Source: an optimization exercise on an open RTL-to-GDS flow (aim: small area). Production flows keep margins and buffers that such runs may drop.
The RTL was checked by simulation tests, not by an equivalence proof against the original design.
Power is estimated from default activity; no workload was simulated.

==> design.v <==
package mips_pkg;
    localparam int DATA_W = 32;
    localparam int ADDR_W = 5;
    localparam int DEPTH  = 32;
    typedef logic [DATA_W-1:0] word_t;
    typedef logic [ADDR_W-1:0] reg_addr_t;
    localparam reg_addr_t REG_ZERO    = 5'd0;
    localparam logic      WB_SEL_ALU  = 1'b0;
    localparam logic      WB_SEL_MEM  = 1'b1;
    localparam logic      ADDR_SEL_RT = 1'b0;
    localparam logic      ADDR_SEL_RD = 1'b1;
endpackage
module wb_mux (
    input  logic      wb_write_en,
    input  logic      wb_addr_sel,
    input  logic      wb_data_sel,
    input  mips_pkg::reg_addr_t wb_addr1,
    input  mips_pkg::reg_addr_t wb_addr2,
    input  mips_pkg::word_t     ALU_result,
    input  mips_pkg::word_t     mem_data,
    output mips_pkg::reg_addr_t wb_addr,
    output mips_pkg::word_t     wb_data,
    output logic      wb_valid
);
    assign wb_addr  = (wb_addr_sel == mips_pkg::ADDR_SEL_RD) ? wb_addr2 : wb_addr1;
    assign wb_data  = (wb_data_sel == mips_pkg::WB_SEL_MEM) ? mem_data : ALU_result;
    assign wb_valid = wb_write_en && (wb_addr != mips_pkg::REG_ZERO);
endmodule
module wb_regfile (
    input  logic      clk,
    input  logic      reset,
    input  mips_pkg::word_t     ALU_result,
    input  mips_pkg::word_t     mem_data,
    input  logic      wb_write_en,
    input  logic      wb_addr_sel,
    input  logic      wb_data_sel,
    input  mips_pkg::reg_addr_t wb_addr1,
    input  mips_pkg::reg_addr_t wb_addr2,
    input  mips_pkg::reg_addr_t rs_addr,
    input  mips_pkg::reg_addr_t rt_addr,
    output mips_pkg::word_t     rs_data,
    output mips_pkg::word_t     rt_data,
    output mips_pkg::reg_addr_t wb_addr,
    output mips_pkg::word_t     wb_data,
    output logic      wb_valid
);
    wb_mux u_wb_mux (
        .wb_write_en (wb_write_en),
        .wb_addr_sel (wb_addr_sel),
        .wb_data_sel (wb_data_sel),
        .wb_addr1    (wb_addr1),
        .wb_addr2    (wb_addr2),
        .ALU_result  (ALU_result),
        .mem_data    (mem_data),
        .wb_addr     (wb_addr),
        .wb_data     (wb_data),
        .wb_valid    (wb_valid)
    );
    logic  [mips_pkg::DEPTH-1:1] wr_sel;
    mips_pkg::word_t             regs_reg [mips_pkg::DEPTH];
    genvar gi;
    generate
        for (gi = 1; gi < mips_pkg::DEPTH; gi++) begin : g_wr_sel
            assign wr_sel[gi] = wb_valid && (wb_addr == mips_pkg::ADDR_W'(gi));
        end
    endgenerate
    always_ff @(posedge clk or negedge reset) begin
        if (!reset) begin
            for (int i = 0; i < mips_pkg::DEPTH; i++) begin
                regs_reg[i] <= '0;
            end
        end else begin
            for (int i = 1; i < mips_pkg::DEPTH; i++) begin
                if (wr_sel[i]) begin
                    regs_reg[i] <= wb_data;
                end
            end
        end
    end
    function automatic logic [mips_pkg::DATA_W-1:0] read_port(input logic [mips_pkg::ADDR_W-1:0] addr);
        mips_pkg::word_t data;
        data = '0;
        if (reset && (addr != mips_pkg::REG_ZERO)) begin
            if (wb_valid && (addr == wb_addr)) begin
                data = wb_data;
            end else begin
                data = regs_reg[addr];
            end
        end
        read_port = data;
    endfunction
    assign rs_data = read_port(rs_addr);
    assign rt_data = read_port(rt_addr);
endmodule
==> run.sh <==
#!/bin/bash
# synth_recipe.tcl (not shown) runs the flow's synth.tcl, then flattens the netlist and writes it again
# the make line also repeats each setting of config.mk as NAME=value (left out here)
make -C /OpenROAD-flow-scripts/flow DESIGN_CONFIG=/design/flow/config.mk WORK_HOME=/design/flow/orfs CLKGATE_MAP_FILE= SYNTH_SCRIPT=/design/flow/synth_recipe.tcl finish
==> config.mk <==
export PLATFORM = sky130hd
export DESIGN_NAME = wb_regfile
export DESIGN_NICKNAME = wb_regfile
export VERILOG_FILES = /design/flow/design.v
export SDC_FILE = /design/flow/constraint.sdc
export NUM_CORES = 4
export LEC_CHECK = 0
export CAP_MARGIN = 20
export CORE_MARGIN = 2
export CORE_UTILIZATION = 35
export PLACE_DENSITY = 0.45
export SLEW_MARGIN = 20
==> constraint.sdc <==
create_clock -name core_clock -period 8.0 [get_ports {clk}]
set_input_delay 1.6000 -clock core_clock [delete_from_list [all_inputs] [get_ports {clk}]]
set_output_delay 1.6000 -clock core_clock [all_outputs]
set_load 0.01 [all_outputs]
==> run notes <==
[metrics by stage]
stage	power [uW]	util (%)	instance area [sq um]	std cells	setup slack, ns
6_report	17400	42.3	61700	7926	0.325
2_1_floorplan	9510	-	51400	5732	2.98
4_1_cts	17200	42.2	61500	7859	0.415
3_3_place_gp	11500	39.4	57400	7646	0.502
3_5_place_dp	11600	39.5	57500	7652	0.433
5_1_grt	17900	42.2	61600	7863	0.257
[metal layers]
| layer | share of wire (%) | vias to the layer above | wire length, microns | global-route usage (%) |
|---|---|---|---|---|
| li1 | - | 21316 | - | - |
| met1 | 38 | 27671 | 138000 | 60.4 |
| met2 | 39 | 5644 | 141000 | 62.5 |
| met3 | 14 | 1547 | 51000 | 18.9 |
| met4 | 8.2 | 30 | 29400 | 31.4 |
| met5 | 0.058 | - | 207 | 0 |
[kinds of logic (layout without fill, tap and decap cells)]
family / Yosys count / in the layout
flip-flops: 992 / 992
AND/OR/NAND/NOR: 1801 / 1801
buffers and inverters: 611 / 823
AO/OA/AOI/OAI: 2073 / 2073
other: 0 / 65
multiplexers: 247 / 247
XOR/XNOR: 8 / 8
[final cells by class]
class	count	area, sq um	area share (%)
antenna	65	163	0.264
multi-input combinational	4129	25000	40.6
timing repair buffer	560	5140	8.33
inverter	56	210	0.341
sequential	992	24800	40.2
clock inverter	43	505	0.819
tap	1917	2400	3.89
clock buffer	164	3450	5.58
[report_power, final]
part	internal (uW)	total [uW]	switching, uW
combinational	1420	3630	2200
sequential	6450	8150	1700
clock	3270	5650	2380
total	11100	17400	6280
[worst max-delay path by stage]
stage / startpoint / end / cells after the start
after floorplan: wb_addr_sel / rs_data[12] / 8
after global placement: wb_addr_sel / rs_data[31] / 11
after detailed placement: wb_addr_sel / rs_data[31] / 10
after CTS: wb_addr_sel / rs_data[31] / 10
after global routing: wb_addr_sel / rs_data[31] / 10
final: rt_addr[0] / rt_data[8] / 12
[layout by cell type (no fill, tap or decap), types with 27 or more instances in the layout]
cell type	instances
sky130_fd_sc_hd__buf_12	32
sky130_fd_sc_hd__a211oi_1	37
sky130_fd_sc_hd__nand3_1	95
sky130_fd_sc_hd__mux2i_4	28
sky130_fd_sc_hd__a22oi_1	463
sky130_fd_sc_hd__buf_4	344
sky130_fd_sc_hd__a2111oi_0	39
sky130_fd_sc_hd__mux2_2	27
sky130_fd_sc_hd__nand4_1	98
sky130_fd_sc_hd__a21oi_1	778
sky130_fd_sc_hd__mux2i_1	186
sky130_fd_sc_hd__dfrtp_1	992
sky130_fd_sc_hd__nor2_1	746
sky130_fd_sc_hd__a221oi_1	45
sky130_fd_sc_hd__nand2_1	433
sky130_fd_sc_hd__o22ai_1	41
sky130_fd_sc_hd__clkbuf_8	32
sky130_fd_sc_hd__a32oi_1	28
sky130_fd_sc_hd__o21ai_0	348
sky130_fd_sc_hd__a22o_1	81
sky130_fd_sc_hd__clkbuf_16	118
sky130_fd_sc_hd__nor2_4	50
sky130_fd_sc_hd__nor3_1	50
sky130_fd_sc_hd__and3_1	89
sky130_fd_sc_hd__nor4_1	42
sky130_fd_sc_hd__diode_2	65
sky130_fd_sc_hd__clkdlybuf4s50_1	178
sky130_fd_sc_hd__inv_1	54
[worst min-delay path, stage by stage (launching register included)]
cell	delay [ns]
sky130_fd_sc_hd__dfrtp_1	0.36
sky130_fd_sc_hd__nand2_1	0.05
sky130_fd_sc_hd__o21ai_0	0.06
==> flow_results.xml <==
<?xml version="1.0" encoding="UTF-8"?>
<metrics>
  <group name="setup_path">
    <metric name="worstPathRequired" unit="ns">6.40</metric>
    <metric name="rr_worst_depth" unit="">2</metric>
    <metric name="path_cells" unit="">buf_4 -&gt; buf_4 -&gt; nand4b_1 -&gt; buf_4 -&gt; nor2_2 -&gt; buf_4 -&gt; a22oi_1 -&gt; nand4_1 -&gt; nor4_1 -&gt; a211oi_1 -&gt; buf_4 -&gt; clkdlybuf4s50_1</metric>
    <metric name="crit_arrival" unit="ns">6.07</metric>
    <metric name="critical_path.max_fanout" unit="">19</metric>
    <metric name="worst_path_largest_cell_delay" unit="ns">0.80</metric>
    <metric name="worst_setup_path_start_kind" unit="">primary input</metric>
    <metric name="rr_startpoint" unit="">regs_reg[29][20]</metric>
    <metric name="crit_type" unit="">in -&gt; out</metric>
    <metric name="worstReg2RegEnd" unit="">regs_reg[29][20]</metric>
    <metric name="end_kind" unit="">output pin</metric>
    <metric name="register_to_register_setup_slack" unit="ns">7.15</metric>
    <metric name="critical_path.slowest_cell" unit="">sky130_fd_sc_hd__nor2_2</metric>
    <metric name="path_delay_family" unit="">buffers and inverters</metric>
    <metric name="cp_num_buf_inv" unit="">6</metric>
    <metric name="cpMostUsedCell" unit="">sky130_fd_sc_hd__buf_4</metric>
  </group>
  <group name="hold_path">
    <metric name="hold_path_startpoint" unit="">regs_reg[10][19]</metric>
    <metric name="timing.hold.worst_path_depth" unit="">2</metric>
    <metric name="hold_path.class" unit="">reg -&gt; reg</metric>
    <metric name="whs_endpoint" unit="">regs_reg[10][19]</metric>
  </group>
  <group name="floorplanning">
    <metric name="fp.dieH" unit="microns">387</metric>
    <metric name="die_area" unit="sq mm">0.150</metric>
    <metric name="floorplan.die.width" unit="microns">387</metric>
    <metric name="io-pin-count" unit="">191</metric>
    <metric name="total_number_of_placement_rows" unit="">140</metric>
    <metric name="coreArea" unit="sq mm">0.146</metric>
    <metric name="start_util" unit="%">35.3</metric>
  </group>
  <group name="global_route">
    <metric name="grt_first_pass_wirelength" unit="microns">473000</metric>
    <metric name="grt_use_total" unit="%">46.4</metric>
    <metric name="maximum_number_of_pins_on_one_net_before_global_route_repair" unit="">146</metric>
    <metric name="grt_antenna_before_repair" unit="">64</metric>
    <metric name="globalRoute.totalOverflow" unit="">0</metric>
    <metric name="grt_pass1_vias" unit="">50387</metric>
  </group>
  <group name="sta">
    <metric name="final.period_utilization" unit="%">95.9</metric>
    <metric name="min_period" unit="ns">7.67</metric>
    <metric name="finalHoldViolations" unit="">0</metric>
    <metric name="timing.clock.skew" unit="ns">0</metric>
    <metric name="fmax" unit="MHz">130</metric>
    <metric name="slew_headroom" unit="%">6.02</metric>
    <metric name="hold_ws" unit="ns">0.504</metric>
    <metric name="setup_violations" unit="">0</metric>
    <metric name="max_slew.worst_pin.slew" unit="ns">1.41</metric>
    <metric name="final_max_slew_viol_count" unit="">0</metric>
    <metric name="setup_repair_after_global_routing_missed_its_margin" unit="">no</metric>
    <metric name="fin_setup_tns" unit="ns">0</metric>
  </group>
  <group name="clock_network">
    <metric name="cts_tree" unit="">yes</metric>
    <metric name="cts.repair.resized" unit="">0</metric>
    <metric name="cts_setup_buffers" unit="">0</metric>
    <metric name="cts_hold_repair.buffers" unit="">0</metric>
    <metric name="clock_tree.root_cell" unit="">sky130_fd_sc_hd__clkbuf_16</metric>
    <metric name="tritoncts.num_buffers" unit="">116</metric>
    <metric name="clkSinkCount" unit="">992</metric>
    <metric name="clock_transition_time_at_the_flip_flop_clock_pins_of_the_worst_setup_and_hold_paths" unit="ns">0.06</metric>
    <metric name="cts.htree.levels" unit="">3</metric>
    <metric name="worstSkewPairLatency" unit="ns">0.76</metric>
    <metric name="cts.path.max_buffers" unit="">3</metric>
  </group>
  <group name="detailed_routing">
    <metric name="drt_pre_antenna_iters" unit="">9</metric>
    <metric name="drc" unit="">0</metric>
    <metric name="routed_wire_length_per_instance" unit="microns">45.4</metric>
    <metric name="detailedRoute.firstIterationViolations" unit="">10922</metric>
    <metric name="wl" unit="microns">360000</metric>
    <metric name="via_per_inst" unit="">7.09</metric>
    <metric name="route.vias.total" unit="">56208</metric>
    <metric name="detail-route-antenna-nets" unit="">0</metric>
  </group>
  <group name="placed_design">
    <metric name="port-buffer-count" unit="">190</metric>
    <metric name="gpl.final_weighted_congestion" unit="">1.05</metric>
    <metric name="detailed_place_hpwl" unit="microns">238000</metric>
  </group>
  <group name="yosys">
    <metric name="synth_commonest_cells" unit="">992 x sky130_fd_sc_hd__dfrtp_1, 793 x sky130_fd_sc_hd__nor2_1, 778 x sky130_fd_sc_hd__a21oi_1</metric>
    <metric name="synthCells" unit="">5732</metric>
    <metric name="synth_async_sr_flop_share" unit="%">100</metric>
    <metric name="synth.net_count" unit="">5821</metric>
    <metric name="multiplexer_share_of_the_synthesized_area" unit="%">4.92</metric>
    <metric name="synth_compound_gate_area_share" unit="%">25.6</metric>
    <metric name="synthTopCellsByArea" unit="">sky130_fd_sc_hd__dfrtp_1 48%, sky130_fd_sc_hd__a21oi_1 7.6%, sky130_fd_sc_hd__a22oi_1 6.8%, sky130_fd_sc_hd__nor2_1 5.8%, sky130_fd_sc_hd__mux2i_1 4.2%</metric>
    <metric name="combinational_family_with_the_most_area_after_synthesis" unit="">compound AO/OA/AOI/OAI gates</metric>
    <metric name="yosysWarnings" unit="">2</metric>
    <metric name="syn_area_per_cell" unit="sq um">8.97</metric>
    <metric name="syn-cell-area" unit="sq mm">0.0514</metric>
    <metric name="yosysTopAreaCellShare" unit="%">48.3</metric>
    <metric name="synth-adder-area-share" unit="%">0</metric>
    <metric name="synthesis_stage_register_bit_count" unit="">992</metric>
    <metric name="synth_enable_flop_cells" unit="">0</metric>
    <metric name="post_synth_xor_area_fraction" unit="%">0.136</metric>
    <metric name="synth_simple_gate_area_share" unit="%">16.1</metric>
    <metric name="synthMostInstantiatedCell" unit="">sky130_fd_sc_hd__dfrtp_1</metric>
    <metric name="yosys_most_used_dff" unit="">sky130_fd_sc_hd__dfrtp_1</metric>
    <metric name="synth_top_area_cell" unit="">sky130_fd_sc_hd__dfrtp_1</metric>
    <metric name="seq_area_frac_synth" unit="%">48.3</metric>
    <metric name="synth_cell_types" unit="">81</metric>
  </group>
  <group name="run_status">
    <metric name="run_status" unit="">timing/DRC/antenna clean</metric>
  </group>
  <group name="finish">
    <metric name="layout-drive-gt1-share" unit="%">13.3</metric>
    <metric name="largest_register_ff_count" unit="">992</metric>
    <metric name="final_net_count" unit="">5944</metric>
    <metric name="area.growth.synth_to_final" unit="%">20.0</metric>
    <metric name="final.fill_count" unit="">14548</metric>
  </group>
  <group name="run">
    <metric name="maxCapViolations" unit="">0</metric>
  </group>
  <group name="pwr">
    <metric name="power_per_cell_area" unit="mW/mm^2">282</metric>
    <metric name="leakagePower" unit="uW">0.0259</metric>
    <metric name="ir_drop" unit="mV">0.186</metric>
  </group>
</metrics>

## re-timing with driven ports
The flow's constraints put no driver on any port. The routed layout listed below was extracted and timed again, unchanged, in two steps. Step 1: set_driving_cell puts a clkbuf_16 on clk and a buf_2 on each other input, an assumption about the parent block. Step 2 times the ports against the registers' clock, not the clock port: input delays grow and output delays shrink by t, the midpoint of the rising clock arrivals with the driver on. a / b / c = ideal ports / drivers / drivers and shift; a / b = the first two.
shift t [ns]: 0.857
setup WS [ns]: 0.325 / 0.294 / 0.294
hold WS [ns]: 0.504 / 0.504 / 0.504
After both steps this run still meets setup and hold. For this run, drivers alone change the setup slack by -0.031 ns; drivers and shift together by -0.031 ns.
